From an optimization exercise on the open Yosys and OpenROAD flow, aimed at small area and a short achievable clock period; shortcuts taken in it are not production practice. In this exercise RTL edits were held to simulation tests only and were not proved equivalent to the original. No activity file was given, so power comes from the tool's default toggle rates.

--- config.mk ---
export PLATFORM = sky130hd
export DESIGN_NAME = decode_stage
export DESIGN_NICKNAME = decode_stage
export VERILOG_FILES = /design/flow/design.v
export SDC_FILE = /design/flow/constraint.sdc
export NUM_CORES = 4
export LEC_CHECK = 0
export CAP_MARGIN = 0
export CORE_MARGIN = 2
export CORE_UTILIZATION = 35
export SETUP_SLACK_MARGIN = 2.8
export SLEW_MARGIN = 0
export SYNTH_HIERARCHICAL = 1
--- constraint.sdc ---
create_clock -name core_clock -period 7.5 [get_ports {clock}]
set_input_delay 1.5000 -clock core_clock [delete_from_list [all_inputs] [get_ports {clock}]]
set_output_delay 1.5000 -clock core_clock [all_outputs]
set_load 0.01 [all_outputs]
--- design.v ---
`default_nettype none
package isa_pkg;
  localparam int word_width = 32;
  localparam int reg_addr_width = 5;
  localparam int num_regs = 32;
  localparam int link_register = 31;
  localparam int opcode_lsb = 26;
  localparam int opcode_width = 6;
  localparam int rs_lsb = 21;
  localparam int rt_lsb = 16;
  localparam int rd_lsb = 11;
  localparam int shamt_lsb = 6;
  localparam int shamt_width = 5;
  localparam int funct_width = 6;
  localparam int jump_index_width = 26;
  typedef logic [word_width-1:0] word_t;
  typedef logic [reg_addr_width-1:0] reg_addr_t;
  typedef enum logic [opcode_width-1:0] {
    op_special = 6'h00, op_regimm = 6'h01, op_j     = 6'h02, op_jal   = 6'h03,
    op_beq     = 6'h04, op_bne    = 6'h05, op_blez  = 6'h06, op_bgtz  = 6'h07,
    op_addi    = 6'h08, op_addiu  = 6'h09, op_slti  = 6'h0a, op_sltiu = 6'h0b,
    op_andi    = 6'h0c, op_ori    = 6'h0d, op_xori  = 6'h0e, op_lui   = 6'h0f,
    op_lb      = 6'h20, op_lh     = 6'h21, op_lw    = 6'h23, op_lbu   = 6'h24,
    op_lhu     = 6'h25, op_sb     = 6'h28, op_sh    = 6'h29, op_sw    = 6'h2b
  } opcode_t;
  typedef enum logic [funct_width-1:0] {
    fn_sll  = 6'h00, fn_srl  = 6'h02, fn_sra  = 6'h03, fn_sllv = 6'h04,
    fn_srlv = 6'h06, fn_srav = 6'h07, fn_jr   = 6'h08, fn_jalr = 6'h09,
    fn_add  = 6'h20, fn_addu = 6'h21, fn_sub  = 6'h22, fn_subu = 6'h23,
    fn_and  = 6'h24, fn_or   = 6'h25, fn_xor  = 6'h26, fn_nor  = 6'h27,
    fn_slt  = 6'h2a, fn_sltu = 6'h2b
  } funct_t;
  typedef enum logic [reg_addr_width-1:0] {
    ri_bltz   = 5'h00,
    ri_bgez   = 5'h01,
    ri_bltzal = 5'h10,
    ri_bgezal = 5'h11
  } regimm_t;
endpackage
`default_nettype wire
`default_nettype none
package decode_pkg;
  localparam int imm_width = 16;
  typedef enum logic [3:0] {
    alu_none,
    alu_add,
    alu_sub,
    alu_slt,
    alu_sltu,
    alu_and,
    alu_nor,
    alu_or,
    alu_xor,
    alu_sll,
    alu_srl,
    alu_sra,
    alu_lui
  } alu_op_t;
  typedef enum logic [1:0] {
    mem_none,
    mem_byte,
    mem_half,
    mem_word
  } mem_size_t;
  localparam int branch_kind_width = 4;
  localparam int branch_eq_bit = 0;
  localparam int branch_ne_bit = 1;
  localparam int branch_sign_bit = 2;
  localparam int branch_jump_bit = 3;
  localparam int branch_cond_width = 2;
endpackage
`default_nettype wire
`default_nettype none
module instr_decoder (
  input  isa_pkg::word_t                        instruction,
  output isa_pkg::reg_addr_t                    rs,
  output isa_pkg::reg_addr_t                    rt,
  output logic                         rs_used,
  output logic                         rt_used,
  output logic [decode_pkg::imm_width-1:0]         immediate,
  output isa_pkg::reg_addr_t                    write_register,
  output logic                         register_write,
  output decode_pkg::alu_op_t                      alu_op,
  output logic                         src1_is_shamt,
  output logic                         src1_is_pc,
  output logic                         src2_is_imm,
  output logic                         src2_is_unsigned,
  output logic                         src2_is_8,
  output logic                         mem_write,
  output logic                         is_load,
  output decode_pkg::mem_size_t                    mem_size,
  output logic                         mem_unsigned,
  output logic [decode_pkg::branch_kind_width-1:0] branch_kind,
  output logic [decode_pkg::branch_cond_width-1:0] branch_cond,
  output logic                         target_from_rs
);
  isa_pkg::opcode_t opcode;
  isa_pkg::funct_t funct;
  isa_pkg::reg_addr_t rd;
  logic [isa_pkg::shamt_width-1:0] shamt;
  decode_pkg::alu_op_t special_op;
  logic shift_by_shamt;
  logic link_dest;
  logic rt_dest;
  function automatic logic [3:0] special_alu_op(logic [5:0] f);
    case (f)
      isa_pkg::fn_add, isa_pkg::fn_addu: special_alu_op = decode_pkg::alu_add;
      isa_pkg::fn_sub, isa_pkg::fn_subu: special_alu_op = decode_pkg::alu_sub;
      isa_pkg::fn_slt: special_alu_op = decode_pkg::alu_slt;
      isa_pkg::fn_sltu: special_alu_op = decode_pkg::alu_sltu;
      isa_pkg::fn_and: special_alu_op = decode_pkg::alu_and;
      isa_pkg::fn_nor: special_alu_op = decode_pkg::alu_nor;
      isa_pkg::fn_or: special_alu_op = decode_pkg::alu_or;
      isa_pkg::fn_xor: special_alu_op = decode_pkg::alu_xor;
      isa_pkg::fn_sll, isa_pkg::fn_sllv: special_alu_op = decode_pkg::alu_sll;
      isa_pkg::fn_srl, isa_pkg::fn_srlv: special_alu_op = decode_pkg::alu_srl;
      isa_pkg::fn_sra, isa_pkg::fn_srav: special_alu_op = decode_pkg::alu_sra;
      default: special_alu_op = decode_pkg::alu_none;
    endcase
  endfunction
  function automatic logic [1:0] access_size(logic [5:0] op);
    case (op)
      isa_pkg::op_lb, isa_pkg::op_lbu, isa_pkg::op_sb: access_size = decode_pkg::mem_byte;
      isa_pkg::op_lh, isa_pkg::op_lhu, isa_pkg::op_sh: access_size = decode_pkg::mem_half;
      default: access_size = decode_pkg::mem_word;
    endcase
  endfunction
  assign opcode = isa_pkg::opcode_t'(instruction[isa_pkg::opcode_lsb +: isa_pkg::opcode_width]);
  assign funct = isa_pkg::funct_t'(instruction[isa_pkg::funct_width-1:0]);
  assign rs = instruction[isa_pkg::rs_lsb +: isa_pkg::reg_addr_width];
  assign rt = instruction[isa_pkg::rt_lsb +: isa_pkg::reg_addr_width];
  assign rd = instruction[isa_pkg::rd_lsb +: isa_pkg::reg_addr_width];
  assign shamt = instruction[isa_pkg::shamt_lsb +: isa_pkg::shamt_width];
  assign immediate = instruction[decode_pkg::imm_width-1:0];
  assign special_op = decode_pkg::alu_op_t'(special_alu_op(funct));
  assign shift_by_shamt = (funct == isa_pkg::fn_sll || funct == isa_pkg::fn_srl || funct == isa_pkg::fn_sra);
  always_comb begin
    alu_op = decode_pkg::alu_none;
    rs_used = 1'b0;
    rt_used = 1'b0;
    register_write = 1'b0;
    link_dest = 1'b0;
    rt_dest = 1'b0;
    src1_is_shamt = 1'b0;
    src1_is_pc = 1'b0;
    src2_is_imm = 1'b0;
    src2_is_unsigned = 1'b0;
    src2_is_8 = 1'b0;
    mem_write = 1'b0;
    is_load = 1'b0;
    mem_size = decode_pkg::mem_none;
    mem_unsigned = 1'b0;
    branch_kind = '0;
    branch_cond = '0;
    target_from_rs = 1'b0;
    case (opcode)
      isa_pkg::op_special: begin
        if (funct == isa_pkg::fn_jr || funct == isa_pkg::fn_jalr) begin
          if (rt == '0 && shamt == '0 && (funct == isa_pkg::fn_jalr || rd == '0)) begin
            rs_used = 1'b1;
            target_from_rs = 1'b1;
            branch_kind[decode_pkg::branch_jump_bit] = 1'b1;
            link_dest = (funct == isa_pkg::fn_jalr);
          end
        end else if (special_op != decode_pkg::alu_none && (shift_by_shamt ? rs == '0 : shamt == '0)) begin
          alu_op = special_op;
          register_write = 1'b1;
          rs_used = !shift_by_shamt;
          rt_used = 1'b1;
          src1_is_shamt = shift_by_shamt;
        end
      end
      isa_pkg::op_regimm: begin
        if ((rt == isa_pkg::ri_bltz || rt == isa_pkg::ri_bgez || rt == isa_pkg::ri_bltzal || rt == isa_pkg::ri_bgezal)) begin
          rs_used = 1'b1;
          branch_kind[decode_pkg::branch_sign_bit] = 1'b1;
          branch_cond = {1'b0, rt == isa_pkg::ri_bgez || rt == isa_pkg::ri_bgezal};
          link_dest = (rt == isa_pkg::ri_bltzal || rt == isa_pkg::ri_bgezal);
        end
      end
      isa_pkg::op_j, isa_pkg::op_jal: begin
        branch_kind[decode_pkg::branch_jump_bit] = 1'b1;
        link_dest = (opcode == isa_pkg::op_jal);
      end
      isa_pkg::op_beq, isa_pkg::op_bne: begin
        rs_used = 1'b1;
        rt_used = 1'b1;
        branch_kind[decode_pkg::branch_eq_bit] = (opcode == isa_pkg::op_beq);
        branch_kind[decode_pkg::branch_ne_bit] = (opcode == isa_pkg::op_bne);
      end
      isa_pkg::op_blez, isa_pkg::op_bgtz: begin
        if (rt == '0) begin
          rs_used = 1'b1;
          branch_kind[decode_pkg::branch_sign_bit] = 1'b1;
          branch_cond = {1'b1, opcode == isa_pkg::op_bgtz};
        end
      end
      isa_pkg::op_addi, isa_pkg::op_addiu, isa_pkg::op_slti, isa_pkg::op_sltiu, isa_pkg::op_andi, isa_pkg::op_ori, isa_pkg::op_xori: begin
        rs_used = 1'b1;
        src2_is_imm = 1'b1;
        register_write = 1'b1;
        rt_dest = 1'b1;
        src2_is_unsigned = (opcode == isa_pkg::op_andi || opcode == isa_pkg::op_ori || opcode == isa_pkg::op_xori);
        case (opcode)
          isa_pkg::op_addi, isa_pkg::op_addiu: alu_op = decode_pkg::alu_add;
          isa_pkg::op_slti: alu_op = decode_pkg::alu_slt;
          isa_pkg::op_sltiu: alu_op = decode_pkg::alu_sltu;
          isa_pkg::op_andi: alu_op = decode_pkg::alu_and;
          isa_pkg::op_ori: alu_op = decode_pkg::alu_or;
          default: alu_op = decode_pkg::alu_xor;
        endcase
      end
      isa_pkg::op_lui: begin
        if (rs == '0) begin
          alu_op = decode_pkg::alu_lui;
          src2_is_imm = 1'b1;
          register_write = 1'b1;
          rt_dest = 1'b1;
        end
      end
      isa_pkg::op_lb, isa_pkg::op_lbu, isa_pkg::op_lh, isa_pkg::op_lhu, isa_pkg::op_lw: begin
        alu_op = decode_pkg::alu_add;
        rs_used = 1'b1;
        src2_is_imm = 1'b1;
        register_write = 1'b1;
        rt_dest = 1'b1;
        is_load = 1'b1;
        mem_size = decode_pkg::mem_size_t'(access_size(opcode));
        mem_unsigned = (opcode == isa_pkg::op_lbu || opcode == isa_pkg::op_lhu);
      end
      isa_pkg::op_sb, isa_pkg::op_sh, isa_pkg::op_sw: begin
        alu_op = decode_pkg::alu_add;
        rs_used = 1'b1;
        rt_used = 1'b1;
        src2_is_imm = 1'b1;
        mem_write = 1'b1;
        mem_size = decode_pkg::mem_size_t'(access_size(opcode));
      end
      default: begin
      end
    endcase
    if (link_dest) begin
      alu_op = decode_pkg::alu_add;
      register_write = 1'b1;
      src1_is_pc = 1'b1;
      src2_is_8 = 1'b1;
    end
  end
  assign write_register = link_dest ? isa_pkg::reg_addr_t'(isa_pkg::link_register) : rt_dest ? rt : rd;
endmodule
`default_nettype wire
`default_nettype none
module rf_aoi222 (
  input  logic a0, s0, a1, s1, a2, s2,
  output logic y
);
  assign y = !((a0 && s0) || (a1 && s1) || (a2 && s2));
endmodule
module rf_read_bit (
  input  logic [31:1] d,
  input  logic [31:1] s,
  output logic        y
);
  logic [10:0] t;
  for (genvar g = 0; g < 10; g++) begin : g_aoi
    rf_aoi222 aoi_i (
      .a0(d[3*g+1]), .s0(s[3*g+1]),
      .a1(d[3*g+2]), .s1(s[3*g+2]),
      .a2(d[3*g+3]), .s2(s[3*g+3]),
      .y (t[g])
    );
  end
  assign t[10] = !(d[31] && s[31]);
  assign y = !(&t);
endmodule
module eq32 (
  input  isa_pkg::word_t a,
  input  isa_pkg::word_t b,
  output logic           y
);
  assign y = (a == b);
endmodule
module forward_match (
  input  logic               write_enable,
  input  isa_pkg::reg_addr_t write_register,
  input  isa_pkg::reg_addr_t read_register,
  output logic               y
);
  assign y = write_enable && write_register != '0 && write_register == read_register;
endmodule
module branch_early (
  input  logic [decode_pkg::branch_kind_width-1:0] kind,
  input  logic [decode_pkg::branch_cond_width-1:0] cond,
  input  logic rs_negative,
  input  logic rs_nonzero,
  input  logic wb_negative,
  output logic eq_kind,
  output logic ne_kind,
  output logic blez_kind,
  output logic bgtz_positive,
  output logic rs_outcome,
  output logic wb_outcome
);
  logic jump;
  logic bltz;
  logic bgez;
  logic bgtz;
  assign jump = kind[decode_pkg::branch_jump_bit];
  assign eq_kind = kind[decode_pkg::branch_eq_bit];
  assign ne_kind = kind[decode_pkg::branch_ne_bit];
  assign bltz = kind[decode_pkg::branch_sign_bit] && cond == 2'b00;
  assign bgez = kind[decode_pkg::branch_sign_bit] && cond == 2'b01;
  assign blez_kind = kind[decode_pkg::branch_sign_bit] && cond == 2'b10;
  assign bgtz = kind[decode_pkg::branch_sign_bit] && cond == 2'b11;
  assign rs_outcome = jump || (bltz && rs_negative) || (bgez && !rs_negative) ||
                      (blez_kind && (rs_negative || !rs_nonzero)) ||
                      (bgtz && !rs_negative && rs_nonzero);
  assign wb_outcome = jump || (bltz && wb_negative) || (bgez && !wb_negative) ||
                      (blez_kind && wb_negative);
  assign bgtz_positive = bgtz && !wb_negative;
endmodule
module branch_late (
  input  logic valid,
  input  logic rs_forward,
  input  logic rt_forward,
  input  logic eq_array,
  input  logic eq_rs_wb,
  input  logic eq_wb_rt,
  input  logic wb_nonzero,
  input  logic eq_kind,
  input  logic ne_kind,
  input  logic blez_kind,
  input  logic bgtz_positive,
  input  logic rs_outcome,
  input  logic wb_outcome,
  output logic taken
);
  logic c00;
  logic c01;
  logic c10;
  logic c11;
  assign c00 = !rs_forward && !rt_forward;
  assign c01 = !rs_forward && rt_forward;
  assign c10 = rs_forward && !rt_forward;
  assign c11 = rs_forward && rt_forward;
  assign taken = valid && (
      (!rs_forward && rs_outcome) ||
      (c00 && eq_kind && eq_array) || (c00 && ne_kind && !eq_array) ||
      (c01 && eq_kind && eq_rs_wb) || (c01 && ne_kind && !eq_rs_wb) ||
      (rs_forward && wb_outcome) ||
      (rs_forward && bgtz_positive && wb_nonzero) ||
      (rs_forward && blez_kind && !wb_nonzero) ||
      (c10 && eq_kind && eq_wb_rt) || (c10 && ne_kind && !eq_wb_rt) ||
      (c11 && eq_kind));
endmodule
module decode_stage (
  input  logic                 clock,
  input  logic                 reset,
  input  logic                 if_valid,
  input  isa_pkg::word_t                if_instruction,
  input  isa_pkg::word_t                if_pc,
  input  logic                 ex_allow_in,
  input  logic                 ex_write_valid,
  input  isa_pkg::reg_addr_t            ex_write_register,
  input  logic                 wb_write_enable,
  input  isa_pkg::reg_addr_t            wb_write_register,
  input  isa_pkg::word_t                wb_write_data,
  output logic                 allow_in,
  output logic                 branch_taken,
  output isa_pkg::word_t                branch_target,
  output logic                 ex_valid,
  output isa_pkg::word_t                ex_pc,
  output isa_pkg::word_t                ex_rs_value,
  output isa_pkg::word_t                ex_rt_value,
  output logic [decode_pkg::imm_width-1:0] ex_immediate,
  output isa_pkg::reg_addr_t            ex_dest_register,
  output logic                 ex_register_write,
  output decode_pkg::alu_op_t              ex_alu_op,
  output logic                 ex_src1_is_shamt,
  output logic                 ex_src1_is_pc,
  output logic                 ex_src2_is_imm,
  output logic                 ex_src2_is_unsigned,
  output logic                 ex_src2_is_8,
  output logic                 ex_mem_write,
  output logic                 ex_is_load,
  output decode_pkg::mem_size_t            ex_mem_size,
  output logic                 ex_mem_unsigned
);
  logic valid;
  logic load;
  isa_pkg::reg_addr_t rs;
  isa_pkg::reg_addr_t rt;
  logic rs_used;
  logic rt_used;
  logic hazard;
  logic [decode_pkg::branch_kind_width-1:0] branch_kind;
  logic [decode_pkg::branch_cond_width-1:0] branch_cond;
  logic target_from_rs;
  isa_pkg::word_t static_target;
  isa_pkg::reg_addr_t if_rs;
  isa_pkg::reg_addr_t if_rt;
  logic if_rs_used;
  logic if_rt_used;
  logic [15:0] if_immediate;
  isa_pkg::reg_addr_t if_dest_register;
  logic if_register_write;
  decode_pkg::alu_op_t if_alu_op;
  logic if_src1_is_shamt;
  logic if_src1_is_pc;
  logic if_src2_is_imm;
  logic if_src2_is_unsigned;
  logic if_src2_is_8;
  logic if_mem_write;
  logic if_is_load;
  decode_pkg::mem_size_t if_mem_size;
  logic if_mem_unsigned;
  logic [decode_pkg::branch_kind_width-1:0] if_branch_kind;
  logic [decode_pkg::branch_cond_width-1:0] if_branch_cond;
  logic if_target_from_rs;
  isa_pkg::word_t if_static_target;
  instr_decoder instr_decoder_i (
    .instruction      (if_instruction),
    .rs               (if_rs),
    .rt               (if_rt),
    .rs_used          (if_rs_used),
    .rt_used          (if_rt_used),
    .immediate        (if_immediate),
    .write_register   (if_dest_register),
    .register_write   (if_register_write),
    .alu_op           (if_alu_op),
    .src1_is_shamt    (if_src1_is_shamt),
    .src1_is_pc       (if_src1_is_pc),
    .src2_is_imm      (if_src2_is_imm),
    .src2_is_unsigned (if_src2_is_unsigned),
    .src2_is_8        (if_src2_is_8),
    .mem_write        (if_mem_write),
    .is_load          (if_is_load),
    .mem_size         (if_mem_size),
    .mem_unsigned     (if_mem_unsigned),
    .branch_kind      (if_branch_kind),
    .branch_cond      (if_branch_cond),
    .target_from_rs   (if_target_from_rs)
  );
  logic [30:0] if_branch_sum;
  logic [3:0] if_jump_region;
  assign if_branch_sum = {if_pc[31:2], 1'b1} + {{14{if_instruction[15]}}, if_instruction[15:0], 1'b1};
  assign if_jump_region = if_pc[31:28] + 4'(&if_pc[27:2]);
  assign if_static_target = (if_instruction[31:27] == 5'b00001) ?
                              {if_jump_region, if_instruction[25:0], 2'b00} :
                              {if_branch_sum[30:1], if_pc[1:0]};
  assign hazard = ex_write_valid &&
                  ((rs_used && ex_write_register == rs) ||
                   (rt_used && ex_write_register == rt));
  assign allow_in = !valid || (!hazard && ex_allow_in);
  assign ex_valid = valid && !hazard;
  assign load = if_valid && allow_in;
  always_ff @(posedge clock) begin
    if (reset) begin
      valid <= 1'b0;
    end else if (allow_in) begin
      valid <= if_valid;
    end
  end
  always_ff @(posedge clock) begin
    if (load) begin
      ex_pc <= if_pc;
      rs <= if_rs;
      rt <= if_rt;
      rs_used <= if_rs_used && if_rs != '0;
      rt_used <= if_rt_used && if_rt != '0;
      ex_immediate <= if_immediate;
      ex_dest_register <= if_dest_register;
      ex_register_write <= if_register_write;
      ex_alu_op <= if_alu_op;
      ex_src1_is_shamt <= if_src1_is_shamt;
      ex_src1_is_pc <= if_src1_is_pc;
      ex_src2_is_imm <= if_src2_is_imm;
      ex_src2_is_unsigned <= if_src2_is_unsigned;
      ex_src2_is_8 <= if_src2_is_8;
      ex_mem_write <= if_mem_write;
      ex_is_load <= if_is_load;
      ex_mem_size <= if_mem_size;
      ex_mem_unsigned <= if_mem_unsigned;
      branch_kind <= if_branch_kind;
      branch_cond <= if_branch_cond;
      target_from_rs <= if_target_from_rs;
      static_target <= if_static_target;
    end
  end
  isa_pkg::word_t registers [1:31];
  logic [31:1] write_select;
  logic [31:1] if_rs_select;
  logic [31:1] if_rt_select;
  for (genvar r = 1; r < 32; r++) begin : g_reg
    assign write_select[r] = wb_write_enable && (wb_write_register == 5'(r));
    assign if_rs_select[r] = (if_rs == 5'(r));
    assign if_rt_select[r] = (if_rt == 5'(r));
    always_ff @(posedge clock) begin
      if (write_select[r]) begin
        registers[r] <= wb_write_data;
      end
    end
  end
  isa_pkg::word_t if_rs_array_value;
  isa_pkg::word_t if_rt_array_value;
  for (genvar b = 0; b < 32; b++) begin : g_read
    logic [31:1] column;
    for (genvar r = 1; r < 32; r++) begin : g_col
      assign column[r] = registers[r][b];
    end
    rf_read_bit rs_bit_i (.d(column), .s(if_rs_select), .y(if_rs_array_value[b]));
    rf_read_bit rt_bit_i (.d(column), .s(if_rt_select), .y(if_rt_array_value[b]));
  end
  logic wb_nonzero;
  logic if_rs_forward;
  logic if_rt_forward;
  logic rs_forward;
  logic rt_forward;
  assign wb_nonzero = wb_write_enable && wb_write_register != '0;
  assign if_rs_forward = wb_nonzero && wb_write_register == if_rs;
  assign if_rt_forward = wb_nonzero && wb_write_register == if_rt;
  forward_match rs_forward_i (.write_enable(wb_write_enable), .write_register(wb_write_register),
                              .read_register(rs), .y(rs_forward));
  forward_match rt_forward_i (.write_enable(wb_write_enable), .write_register(wb_write_register),
                              .read_register(rt), .y(rt_forward));
  isa_pkg::word_t rs_array_value;
  isa_pkg::word_t rt_array_value;
  logic hold_rs_forward;
  logic hold_rt_forward;
  forward_match hold_rs_forward_i (.write_enable(wb_write_enable), .write_register(wb_write_register),
                                   .read_register(rs), .y(hold_rs_forward));
  forward_match hold_rt_forward_i (.write_enable(wb_write_enable), .write_register(wb_write_register),
                                   .read_register(rt), .y(hold_rt_forward));
  always_ff @(posedge clock) begin
    if (load) begin
      rs_array_value <= if_rs_forward ? wb_write_data : if_rs_array_value;
      rt_array_value <= if_rt_forward ? wb_write_data : if_rt_array_value;
    end else begin
      if (hold_rs_forward) rs_array_value <= wb_write_data;
      if (hold_rt_forward) rt_array_value <= wb_write_data;
    end
  end
  assign ex_rs_value = rs_forward ? wb_write_data : rs_array_value;
  assign ex_rt_value = rt_forward ? wb_write_data : rt_array_value;
  logic eq_array;
  logic eq_rs_wb;
  logic eq_wb_rt;
  logic rs_nonzero;
  logic wb_data_nonzero;
  logic branch_rs_forward;
  logic branch_rt_forward;
  eq32 eq_array_i (.a(rs_array_value), .b(rt_array_value), .y(eq_array));
  eq32 eq_rs_wb_i (.a(rs_array_value), .b(wb_write_data), .y(eq_rs_wb));
  eq32 eq_wb_rt_i (.a(wb_write_data), .b(rt_array_value), .y(eq_wb_rt));
  assign rs_nonzero = (rs_array_value != '0);
  assign wb_data_nonzero = (wb_write_data != '0);
  forward_match branch_rs_forward_i (.write_enable(wb_write_enable), .write_register(wb_write_register),
                                     .read_register(rs), .y(branch_rs_forward));
  forward_match branch_rt_forward_i (.write_enable(wb_write_enable), .write_register(wb_write_register),
                                     .read_register(rt), .y(branch_rt_forward));
  logic eq_kind;
  logic ne_kind;
  logic blez_kind;
  logic bgtz_positive;
  logic rs_outcome;
  logic wb_outcome;
  branch_early branch_early_i (
    .kind(branch_kind), .cond(branch_cond),
    .rs_negative(rs_array_value[31]), .rs_nonzero(rs_nonzero),
    .wb_negative(wb_write_data[31]),
    .eq_kind(eq_kind), .ne_kind(ne_kind), .blez_kind(blez_kind),
    .bgtz_positive(bgtz_positive), .rs_outcome(rs_outcome), .wb_outcome(wb_outcome));
  branch_late branch_late_i (
    .valid(ex_valid),
    .rs_forward(branch_rs_forward), .rt_forward(branch_rt_forward),
    .eq_array(eq_array), .eq_rs_wb(eq_rs_wb), .eq_wb_rt(eq_wb_rt),
    .wb_nonzero(wb_data_nonzero),
    .eq_kind(eq_kind), .ne_kind(ne_kind), .blez_kind(blez_kind),
    .bgtz_positive(bgtz_positive), .rs_outcome(rs_outcome), .wb_outcome(wb_outcome),
    .taken(branch_taken));
  logic target_rs_forward;
  forward_match target_rs_forward_i (.write_enable(wb_write_enable), .write_register(wb_write_register),
                                     .read_register(rs), .y(target_rs_forward));
  assign branch_target = !target_from_rs ? static_target :
                         target_rs_forward ? wb_write_data : rs_array_value;
endmodule
`default_nettype wire
--- flow/run.sh ---
#!/bin/bash
# Standard layout with two changes: input/output ports get the smallest
# buffer (buf_1) instead of clkdlybuf4s50_1, and CTS adds no dummy loads.
# Every tool's output goes to ORFS's own per-step logs under orfs/logs;
# make's output goes to flow_make.log here.
set -euo pipefail
export BUFFER_PORTS_ARGS="-buffer_cell sky130_fd_sc_hd__buf_1"
export CTS_ARGS="-sink_clustering_enable -repair_clock_nets -sink_clustering_size 24 -sink_clustering_max_diameter 50 -dont_use_dummy_load"
bash standard.sh > flow_make.log 2>&1
--- standard.sh ---
#!/bin/bash
# synth_recipe.tcl (not shown) runs the flow's synth.tcl, then flattens the netlist and writes it again
# the make line also repeats each setting of config.mk as NAME=value (left out here)
make -C /OpenROAD-flow-scripts/flow DESIGN_CONFIG=/design/flow/config.mk WORK_HOME=/design/flow/orfs CLKGATE_MAP_FILE= SYNTH_SCRIPT=/design/flow/synth_recipe.tcl "${@:-finish}"
==> run summary, run 1 <==
- Most frequent cells in the layout: edfxtp_1 (1175), a222oi_1 (640), buf_4 (172)
- Status: complete, but fails checks
- Hold path depth: 2
- Number of synthesized flops with an enable pin: 1175
- Final number of hold-violating endpoints: 0
- Vias: 40.39k
- Critical R2R Launch: rs[0]
- Synthesized cell area: 51690 um2
- CP peak stage delay: 310 ps
- Critical path, cell by cell: clkbuf_16 -> buf_12 -> xor2_1 -> nor4_1 -> nand4_1 -> nor2_1 -> nor2_1 -> mux2i_1 -> a221oi_2 -> buf_4
- DR pass1 iterations: 12
- Antenna violations before repair: 27
- Rows: 141
- Aggregate global-route resource usage: 28.75%
- Max Cap Violations: 1
- Layout check faults: max-capacitance violations, max-slew violations
- Clock Pin Slew Worst Setup and Hold Paths: 80 ps
- Max Clk Rate: 0.2029 GHz
- #FFs+latches synth: 1176
- CP Launch Type: input port
- Die ar.: 150800 um2
- GP Congestion: 0.9707
- Clock Skew: 73.15 ps
- Fillers: 13.25k
- CTS tree: yes
- Worst hold slack: 698.8 ps
- Final cycle utilization of the critical path: 65.70%
- Min-delay src: registers[31][3]
- Fraction of layout cells with a size suffix above 1: 20.85%
- Routed WL: 226300 um
- Die Y: 388.3 um
- Worst hold path type: register to register
- Post-synthesis sequential area ratio: 68.30%
- Final Cell Area: 61670 um2
- Most used cell, CP: nor2_1
- Worst slew pin tran: 1506 ps
- Crit path kind: input port to output pin
- Buffers on Ports: 278
- Max-slew violation count: 17
- CORE AREA: 147100 um2
- Crit path buf inv count: 3
- Number of I/O pins: 279
- Synth-to-layout area growth: 19.30%
- DP Area: 56300 um2
- Signal arrival time at the worst endpoint: 3430 ps
- Async set-reset flop share out of synthesis: 0%
- CP delay by family, top: simple AND/OR/NAND/NOR gates
- Largest net degree at the start of global routing: 84
- Cell area power density: 231.7 nW/um2
- Slowest-stage cell, CP: nor4_1
- Top FF cell, synth: edfxtp_1
- Post-Place Setup Slack: 1732 ps
- DR iter-0 viols: 9415
- Post-layout min period: 4928 ps
- Antenna-violating nets left: 0
- CTS root buffer: clkbuf_16
- Synthesized Nets: 3374
- Synth cell types: 88
- Layout Nets: 3902
- Starting density of the core: 35.13%
- Syn avg cell area: 16.03 um2
- Mapped Cells: 3224
- Number of global-route vias before repair: 38.02k
- CTS buffer count: 117
- Reg2reg setup slack: 3670 ps
- Worst Path Required: 6000 ps
- Clock buffer depth: 3
- CTS H-Tree Depth: 3
- DP Wirelength: 137700 um
- # clock sinks: 1176
- DRC: 0
- WHS Endpoint: rt_array_value[3]
- Final Power: 14290 uW
- CTS hold repair buffers: 0
- Peak fanout along the critical path: 20
- Wirelength per Cell: 39.78 um
- Clk Latency, worst-skew pair: 730 ps
- Total gr overflow: 0
- Pleak: 0.02008 uW
- R2R cell count: 8
- Most common cell after layout, fill and taps aside: edfxtp_1
- Setup violators final: 0
- Crit. End Element: output pin
- Synthesis Warnings: 9
- First-pass GRT wire length: 305600 um
- VDD IR max: 0.2153 mV
- Die span in x: 388.3 um
- Setup TNS: 0 ps
- Max-slew headroom: -0.5335%
- Setup WS post-layout: 2572 ps
- Unrepaired setup endpoints after global routing: true
- RR Endpoint: ex_pc[30]
- Vias per cell: 7.101
-- repair_timing --
item / in CTS / in global routing
endpoints found under the setup margin: 97 / 90
resized for setup: 256 / 181
gates cloned: 11 / 4
pin swaps: 32 / 42
buffers inserted: 38 / 23
-- per-layer routing --
| layer | track usage [%] | part of all wire, % | vias up |
|---|---|---|---|
| met1 | 36.80 | 35 | 20160 |
| met2 | 43.49 | 44 | 3887 |
| met4 | 11.64 | 5.0 | 18 |
| li1 | - | - | 15690 |
| met3 | 11.33 | 17 | 635 |
| met5 | 0 | 0.048 | - |
-- synth_stat cells (all sizes together), types with 7 or more instances --
cell | instances | share of area (%)
nand3b | 7 | 0.10
a2111o | 64 | 1.4
edfxtp | 1175 | 68
nor2 | 181 | 1.3
nor4 | 62 | 0.86
a31oi | 8 | 0.11
a222oi | 640 | 12
o21ai | 35 | 0.35
clkbuf | 46 | 0.37
a211oi | 8 | 0.14
a21o | 18 | 0.26
nand2b | 15 | 0.18
or2 | 14 | 0.17
nand3 | 14 | 0.14
buf | 51 | 0.71
mux2 | 131 | 2.9
o21a | 9 | 0.13
a21oi | 79 | 0.78
ha | 37 | 0.90
nor3 | 12 | 0.12
nand2 | 138 | 1.0
and4 | 11 | 0.19
mux2i | 42 | 0.84
nand4 | 158 | 1.9
inv | 17 | 0.12
xor2 | 137 | 2.3
xnor2 | 36 | 0.61
-- sequential cells by signal, summed over array words and instances, names as in the netlist, 2 cells and up --
register          cells
rs_array_value       32
ex_dest_register      5
branch_kind           4
ex_pc                32
rt                    5
ex_mem_size           2
rt_array_value       32
static_target        32
branch_cond           2
registers           992
ex_immediate         16
ex_alu_op             4
rs                    5
-- worst register-to-register path: cells and delay by family, from the launching register on --
kind / cells / cell delay [ps]
DFF: 1 / 610
AOI/OAI and AO/OA: 2 / 510
buffers and inverters: 2 / 1480
and+or+nand+nor: 3 / 490
xor gates and xnor gates: 1 / 240
-- Yosys stat by module (local to each module, per instance) --
module         flops+latches  cells  cell area (um2)  times used
eq32                       0     43            346.6           3
decode_stage            1176   1944            40640           1
rf_read_bit                0      4            27.53          64
instr_decoder              0    164             1150           1
branch_early               0     12            86.33           1
branch_late                0      9            75.07           1
rf_aoi222                  0      1            10.01         640
forward_match              0     10            76.32           7
-- cell families after synthesis --
logic type	after synthesis	share of synthesized area (%)
mux	173	3.706
flops	1176	68.30
fa+ha+maj	38	0.9343
simple gates	645	6.482
xor+xnor	173	2.931
compound gates	905	16.45
buf+inv	114	1.203
-- report_power, final --
| group | leakage (uW) | internal [uW] | switching [uW] | total [uW] |
|---|---|---|---|---|
| sequential | 0.0107 | 7430 | 207 | 7630 |
| clock | 0.00144 | 2710 | 2350 | 5060 |
| combinational | 0.00791 | 562 | 1030 | 1600 |
| total | 0.0201 | 10700 | 3590 | 14300 |
-- area by class of cell --
class	instances	area, um2	share of cell area [%]
sequential	1176	35300	57.25
multi-input combinational	1939	16900	27.41
antenna	8	20.02	0.03246
inverter	17	67.56	0.1096
timing repair buffer	501	4028	6.531
tap	1930	2415	3.916
clock buffer	117	2928	4.748
-- metrics by stage --
step / std cells / utilization (%)
2_1_floorplan: 3224 / -
3_3_place_gp: 5487 / 38.26
3_5_place_dp: 5487 / 38.26
4_1_cts: 5653 / 41.39
5_1_grt: 5681 / 41.90
6_report: 5688 / 41.91
-- worst max path at each step --
stage,cells past startpoint,to,start
2_1_floorplan,7,branch_cond[0],ex_write_register[2]
3_3_place_gp,8,branch_taken,wb_write_data[24]
3_5_place_dp,8,ex_rt_value[28],wb_write_register[2]
4_1_cts,9,branch_taken,wb_write_data[7]
5_1_grt,9,branch_taken,wb_write_data[23]
6_report,10,branch_taken,wb_write_data[18]
==> run 2, diff against run 1 <==
--- a/config.mk
+++ b/config.mk
@@ -10,3 +10,3 @@
 export CORE_UTILIZATION = 35
-export SETUP_SLACK_MARGIN = 2.8
+export SETUP_SLACK_MARGIN = 3.2
 export SLEW_MARGIN = 0
==> run 2 against run 1 <==
Effect of this change:
- the run now finishes clean
- critical path depth shrank 1
- clock skew grew 8.1 ps
- register-to-register slack gained 380 ps
- total power is essentially flat
- first-iteration DRC count shrank 0.85%
- cell area grew 0.96%
- sequential power is essentially flat
- cell count grew 0.12%
- highest routed layer unchanged
- global-route usage shrank 0.25 points
- non-clock buffer count grew 15
- setup slack gained 92 ps
- largest power group unchanged
- hold slack lost 14 ps
==> run summary, run 2 <==
- Finished Layout Cells: 5695
- Worst slew pin tran: 1375 ps
- Setup violators final: 0
- Signal arrival time at the worst endpoint: 3340 ps
- R2R cell count: 9
- Synthesized Nets: 3374
- GR peak layer: met2
- GP Congestion: 0.9615
- DR iter-0 viols: 9335
- CTS buffer count: 116
- Synth-to-layout area growth: 20.44%
- Area fraction in compound gates after synthesis: 16.45%
- Clock Skew: 81.29 ps
- Mux cell area share after synthesis: 3.706%
- Routed WL: 226000 um
- # clock sinks: 1176
- Buffers on Ports: 278
- Die ar.: 150800 um2
- Number of synthesized flops with an enable pin: 1175
- Final number of hold-violating endpoints: 0
- Die Y: 388.3 um
- Async set-reset flop share out of synthesis: 0%
- Vias per cell: 7.042
- Global Route met2 Usage: 42.99%
- CTS hold repair buffers: 0
- CORE AREA: 147100 um2
- First-pass GRT wire length: 302200 um
- Pleak: 0.02041 uW
- Synthesized cell area: 51690 um2
- Simple-Gate Fraction of Synth Area: 6.482%
- Crit path kind: input port to output pin
- Critical R2R Launch: rs[0]
- Syn avg cell area: 16.03 um2
- Worst Path Required: 6000 ps
- Wirelength per Cell: 39.68 um
- Slowest-stage cell, CP: or2_4
- RR Endpoint: ex_pc[28]
- Post-Place Setup Slack: 1620 ps
- Grt met1 use: 36.87%
- Rows: 141
- CP delay by family, top: simple AND/OR/NAND/NOR gates
- Worst hold path type: register to register
- Die span in x: 388.3 um
- Post-synthesis sequential area ratio: 68.30%
- DR pass1 iterations: 13
- Clk Latency, worst-skew pair: 740 ps
- Aggregate global-route resource usage: 28.50%
- Largest net degree at the start of global routing: 67
- Clock buffer depth: 3
- Setup TNS: 0 ps
- Min-delay src: registers[31][5]
- Post-Synth Adder-Cell Area: 0.9343%
- VDD IR max: 0.1847 mV
- Vias: 40.11k
- Layout Nets: 3914
- Final Power: 14280 uW
- Cell area power density: 229.3 nW/um2
- Unrepaired setup endpoints after global routing: true
- Synth cell types: 88
- Clock Pin Slew Worst Setup and Hold Paths: 60 ps
- #FFs+latches synth: 1176
- Status: finished clean
- Setup WS post-layout: 2664 ps
- Peak fanout along the critical path: 4
- CP peak stage delay: 330 ps
- Crit. End Element: output pin
- Crit path buf inv count: 3
- Antenna violations before repair: 12
- DP Wirelength: 139800 um
- Most common cell after layout, fill and taps aside: edfxtp_1
- DRC: 0
- CTS tree: yes
- CTS root buffer: clkbuf_16
- Commonest cells post-synth: edfxtp_1 (1175), a222oi_1 (640), nor2_1 (181), nand4_1 (158)
- Max Clk Rate: 0.2068 GHz
- Antenna-violating nets left: 0
- CTS H-Tree Depth: 3
- XOR/XNOR Fraction of Synth Area: 2.931%
- Top FF cell, synth: edfxtp_1
- Max-slew violation count: 0
- WHS Endpoint: rt_array_value[5]
- Post-synth top area share: 68.26%
- Most frequent cells in the layout: edfxtp_1 (1175), a222oi_1 (640), buf_4 (178)
- Post-layout min period: 4836 ps
- Top area cells in the synthesized netlist: edfxtp_1 (68%), a222oi_1 (12%), mux2_2 (2.8%)
- Total gr overflow: 0
- Critical path, cell by cell: clkbuf_8 -> buf_12 -> nor4_2 -> nand4_1 -> or2_4 -> mux2_2 -> nor3b_2 -> a221oi_2 -> buf_4
- Biggest register: registers
- CP Launch Type: input port
- Number of I/O pins: 279
- Max Cap Violations: 0
- Fraction of layout cells with a size suffix above 1: 21.90%
- Most common cell in the netlist: edfxtp_1
- Met3 usage: 10.37%
- Synth area leader: edfxtp_1
- Max-slew headroom: 8.259%
- Placed insts: 5497
- Final cycle utilization of the critical path: 64.48%
- Number of global-route vias before repair: 37.27k
- Max reg flops: 992
- Reg2reg setup slack: 4050 ps
- Starting density of the core: 35.13%
- Main combinational cell family by area after synthesis: compound AO/OA/AOI/OAI gates
- Hold path depth: 2
- Mapped Cells: 3224
- Synthesis Warnings: 9
==> run 2: cell counts after synthesis <==
No cell type changed its count.
==> run 2: through the flow <==
| step | hold slack [ps] | utilization (%) | area (um2) |
|---|---|---|---|
| after floorplan | 642.4 | - | 51730 |
| after global placement | 679.8 | 38.34 | 56410 |
| after detailed placement | 686.0 | 38.34 | 56410 |
| after CTS | 686.6 | 41.62 | 61240 |
| after global routing | 715.1 | 42.31 | 62250 |
| final | 684.7 | 42.31 | 62260 |
==> run 2: final cells by class <==
class | instances | area, um2
diodes | 3 | 7.507
clock buffers | 116 | 2903
fillers | 13190 | 84880
inverters | 17 | 67.56
multi-input cells | 1937 | 17040
flip-flops and latches | 1176 | 35300
well taps | 1930 | 2415
repair buffers | 516 | 4519
==> run 2: tightest hold or removal path, cell delays in order (launching register included) <==
cell	delay [ps]
edfxtp_1	340
a2111o_1	130
mux2_2	130
==> run 2: worst max path at each step <==
stage	startpoint	end	slack, ps	depth (start not counted)
final	wb_write_data[30]	branch_taken	2660	9
after global routing	wb_write_data[6]	branch_taken	2620	11
after CTS	wb_write_data[1]	branch_taken	2710	10
after detailed placement	wb_write_register[0]	branch_target[26]	1620	7
after global placement	wb_write_register[0]	branch_target[26]	1630	7
after floorplan	ex_write_register[2]	branch_cond[0]	3100	7
==> run 2: logic make-up after synthesis <==
logic type / count (synthesis)
flops: 1176
buf+inv: 114
compound gates: 905
mux: 173
fa+ha+maj: 38
xor+xnor: 173
simple gates: 645
==> run 2: per-layer routing <==
metal / up-vias / share of wire [%]
met4: 12 / 5.5
met5: - / 0.029
met3: 549 / 17
li1: 15700 / -
met1: 20040 / 35
met2: 3810 / 43
==> run 2: power by group <==
part	internal, uW	total, uW	leakage [uW]	switching (uW)
Combinational	599	1660	0.00825	1060
Clock	2680	4980	0.00143	2300
Sequential	7430	7630	0.0107	206
==> run 2: Yosys stat by module, one instance, submodules excluded, excerpt <==
module / cells / times used / area [um2]
forward_match: 10 / 7 / 76.32
rf_aoi222: 1 / 640 / 10.01
branch_late: 9 / 1 / 75.07
eq32: 43 / 3 / 346.6
instr_decoder: 164 / 1 / 1150
decode_stage: 1944 / 1 / 40640
branch_early: 12 / 1 / 86.33
==> run 2: what timing repair did <==
item | CTS | global route
pin swaps | 46 | 28
endpoints found under the setup margin | 131 | 112
resized for setup | 266 | 278
buffers inserted | 41 | 17
cloned | 16 | 5
==> run 3, diff against run 2 <==
--- a/flow/run.sh
+++ b/flow/run.sh
@@ -7,3 +7,3 @@
 export BUFFER_PORTS_ARGS="-buffer_cell sky130_fd_sc_hd__buf_1"
-export CTS_ARGS="-sink_clustering_enable -repair_clock_nets -sink_clustering_size 24 -sink_clustering_max_diameter 50 -dont_use_dummy_load"
+export CTS_ARGS="-sink_clustering_enable -repair_clock_nets -sink_clustering_size 20 -sink_clustering_max_diameter 80 -dont_use_dummy_load"
 bash standard.sh > flow_make.log 2>&1
--- a/config.mk
+++ b/config.mk
@@ -7,7 +7,7 @@
 export LEC_CHECK = 0
-export CAP_MARGIN = 0
+export CAP_MARGIN = 10
 export CORE_MARGIN = 2
 export CORE_UTILIZATION = 35
-export SETUP_SLACK_MARGIN = 3.2
-export SLEW_MARGIN = 0
+export SETUP_SLACK_MARGIN = 3.0
+export SLEW_MARGIN = 10
 export SYNTH_HIERARCHICAL = 1
==> run 3 against run 2 <==
Effect of this change:
- still clean on timing, DRC and antenna
- setup slack got worse by 120 ps
- hold slack improved by 25 ps
- first-iteration DRC count increased by 4.3%
- critical path type unchanged
- largest power group unchanged
==> run summary, run 3 <==
- Reg area: 35300 um2
- Metal1 wirelength: 79610 um
- Status: finished clean
- Number of I/O pins: 279
- Die Y: 388.3 um
- Setup TNS: 0 ps
- Die ar.: 150800 um2
- Most common cell in the netlist: edfxtp_1
- Crit path kind: input port to output pin
- First-pass GRT wire length: 307300 um
- Clock Pin Slew Worst Setup and Hold Paths: 80 ps
- Post-synth top area share: 68.26%
- Starting density of the core: 35.13%
- CTS buffer count: 73
- Final Power: 13120 uW
- Switching Share: 25.81%
- Vias: 40.21k
- Sequential power share: 58.1%
- Synth cell types: 88
- Vias per cell: 7.117
- Pleak: 0.01977 uW
- Met2 wire len: 98970 um
- Worst Path Required: 6000 ps
- Clk Latency, worst-skew pair: 700 ps
- Worst slew pin tran: 1449 ps
- CORE AREA: 147100 um2
- Synthesized Nets: 3374
- Aggregate global-route resource usage: 29.17%
- Mapped Cells: 3224
- Max Clk Rate: 0.2018 GHz
- Footprint of the multi-input gates: 16960 um2
- Most common cell after layout, fill and taps aside: edfxtp_1
- Layout Utilization: 41.50%
- Unrepaired setup endpoints after global routing: true
- Die span in x: 388.3 um
- Worst hold path type: register to register
- Max-slew headroom: 3.263%
- Most frequent cells in the layout: edfxtp_1 (1175), a222oi_1 (640), buf_4 (168)
- Switching power: 3385 uW
- Synth-to-layout area growth: 18.13%
- Clock share of power: 29.5%
- Rows: 141
- Critical path, cell by cell: clkbuf_4 -> nor4_1 -> nand4_1 -> or2_4 -> mux2_2 -> nor3b_2 -> a221oi_2 -> buf_4
- DR iter-0 viols: 9740
- Max-slew violation count: 0
- DRC: 0
- Synth area leader: edfxtp_1
- Final number of hold-violating endpoints: 0
- Cell area power density: 214.8 nW/um2
- Combinational share of power: 12.5%
- CTS H-Tree Depth: 3
- Max reg flops: 992
- Commonest cells post-synth: edfxtp_1 (1175), a222oi_1 (640), nor2_1 (181), nand4_1 (158)
- Finished Layout Cells: 5649
- Routed WL: 231800 um
- Fillers: 13.44k
- Number of global-route vias before repair: 37.71k
- P_int: 9732 uW
- Peak fanout along the critical path: 18
- Top FF cell, synth: edfxtp_1
- Synthesis Warnings: 9
- #FFs+latches synth: 1176
- CP peak stage delay: 340 ps
- GP Congestion: 0.9806
- Max Cap Violations: 0
- Syn avg cell area: 16.03 um2
- Antenna-violating nets left: 0
- Async set-reset flop share out of synthesis: 0%
- Clock buffer depth: 3
- CTS tree: yes
- Placed insts: 5488
- DR pass1 iterations: 15
- Antenna violations before repair: 19
- VDD IR max: 0.1598 mV
- Synthesized cell area: 51690 um2
- CP Launch Type: input port
- # clock sinks: 1176
- CTS root buffer: clkbuf_16
- Signal arrival time at the worst endpoint: 3460 ps
- Largest net degree at the start of global routing: 120
- Top area cells in the synthesized netlist: edfxtp_1 (68%), a222oi_1 (12%), mux2_2 (2.8%)
- Post-synthesis sequential area ratio: 68.30%
- Layout Nets: 3863
- Total gr overflow: 0
- Wirelength per Cell: 41.03 um
- Final cycle utilization of the critical path: 66.08%
- DP Wirelength: 141000 um
- Crit. End Element: output pin
- Number of synthesized flops with an enable pin: 1175
- CTS hold repair buffers: 0
- Setup violators final: 0
- Post-layout min period: 4956 ps
- Buffers on Ports: 278
- Clock Skew: 72.30 ps
- Top sig layer: met5
- Biggest register: registers
- Met3 wire len: 38440 um
- Slowest-stage cell, CP: nor4_1
- Fraction of layout cells with a size suffix above 1: 20.45%
## run 3: final cells by class
cell class / count / share of cell area, %
Antenna cell: 8 / 0.03279
Clock buffer: 73 / 2.992
Inverter: 17 / 0.1107
Multi-Input combinational cell: 1937 / 27.77
Sequential cell: 1176 / 57.82
Tap cell: 1930 / 3.955
Timing Repair Buffer: 508 / 7.326
## run 3: critical path, delay by kind of cell
| kind | cells | cell delay, ps |
|---|---|---|
| simple gates | 4 | 900 |
| buf+inv | 2 | 510 |
| compound gates | 1 | 280 |
| mux | 1 | 240 |
## run 3: per-module statistics from Yosys, one instance, submodules excluded
| module | copies in the design | cell area [um2] | flip-flops and latches | cells inside |
|---|---|---|---|---|
| instr_decoder | 1 | 1150 | 0 | 164 |
| eq32 | 3 | 346.6 | 0 | 43 |
| branch_late | 1 | 75.07 | 0 | 9 |
| decode_stage | 1 | 40640 | 1176 | 1944 |
| branch_early | 1 | 86.33 | 0 | 12 |
| rf_aoi222 | 640 | 10.01 | 0 | 1 |
| forward_match | 7 | 76.32 | 0 | 10 |
| rf_read_bit | 64 | 27.53 | 0 | 4 |
## run 3: timing repair
item,CTS,global route
gates cloned,15,9
endpoints found under the setup margin,98,107
pin swaps,48,22
resized for setup,258,240
buffers inserted,34,22
## run 3: power groups by stage
| stage | Clock [uW] | Combinational [uW] | Sequential (uW) |
|---|---|---|---|
| finish | 3860 | 1630 | 7620 |
| global route | 4070 | 1680 | 7620 |
| CTS | 3870 | 1480 | 7600 |
| detailed placement | 0 | 1350 | 7750 |
| global placement | 0 | 1350 | 7750 |
| floorplan | 0 | 670 | 7650 |
## run 3: cells by family (layout without fill, tap and decap cells)
family	Yosys count	after routing	synth area share, %
other cells	0	8	0
simple gates	645	648	6.482
buf+inv	114	598	1.203
flops	1176	1176	68.30
compound gates	905	905	16.45
fa+ha+maj	38	38	0.9343
xor+xnor	173	173	2.931
mux	173	173	3.706
## run 3: path summary, 6_finish.rpt
kind	from	to	slack [ps]	cells after the start
setup / recovery	wb_write_data[0]	branch_taken	2540	8
hold / removal	registers[31][8]	rt_array_value[8]	710	2
setup reg to reg	rs[2]	rs_array_value[23]	4390	8
hold reg to reg	registers[31][8]	rt_array_value[8]	710	2
## run 3: metal layers
metal / vias up / GRT usage, %
li1: 15590 / -
met1: 20170 / 36.75
met2: 3809 / 43.12
met3: 620 / 11.45
met4: 14 / 15.28
met5: - / 0.9888
## run 3: through the flow
stage,area (um2),hold WS [ps],setup slack [ps]
after floorplan,51700,621.4,3004
after global placement,56320,677.4,1749
after detailed placement,56320,685.2,1723
after CTS,59960,709.7,2620
after global routing,61050,736.0,2577
final,61060,709.4,2544

-- static timing again, ports no longer ideal --
The flow's constraints put no driver on any port. The routed layouts listed below were extracted and timed again, unchanged, in two steps.
Step 1: set_driving_cell puts a clkbuf_16 on clock and a buf_2 on each other input, an assumption about the parent block.
Step 2 times the ports against the registers' clock, not the clock port: input delays grow and output delays shrink by t, the midpoint of the rising clock arrivals with the driver on.
Slacks: ideal / step 1 / step 2; pairs: ideal / step 1.
run	t (ns)	setup WS [ns]	worst hold slack (ns)	worst setup path at the end	clock arrival spread, ns
run 1	0.771	2.572 / 2.456 / 2.140	0.699 / 0.699 / 0.699	input to register	0.076 / 0.076
run 2	0.774	2.664 / 2.501 / 2.424	0.685 / 0.685 / 0.685	input to register	0.091 / 0.092
run 3	0.739	2.544 / 2.366 / 2.236	0.709 / 0.709 / 0.709	input to register	0.088 / 0.088
For run 1, which loses most, drivers alone change the setup slack by -0.116 ns; drivers and shift together by -0.432 ns.
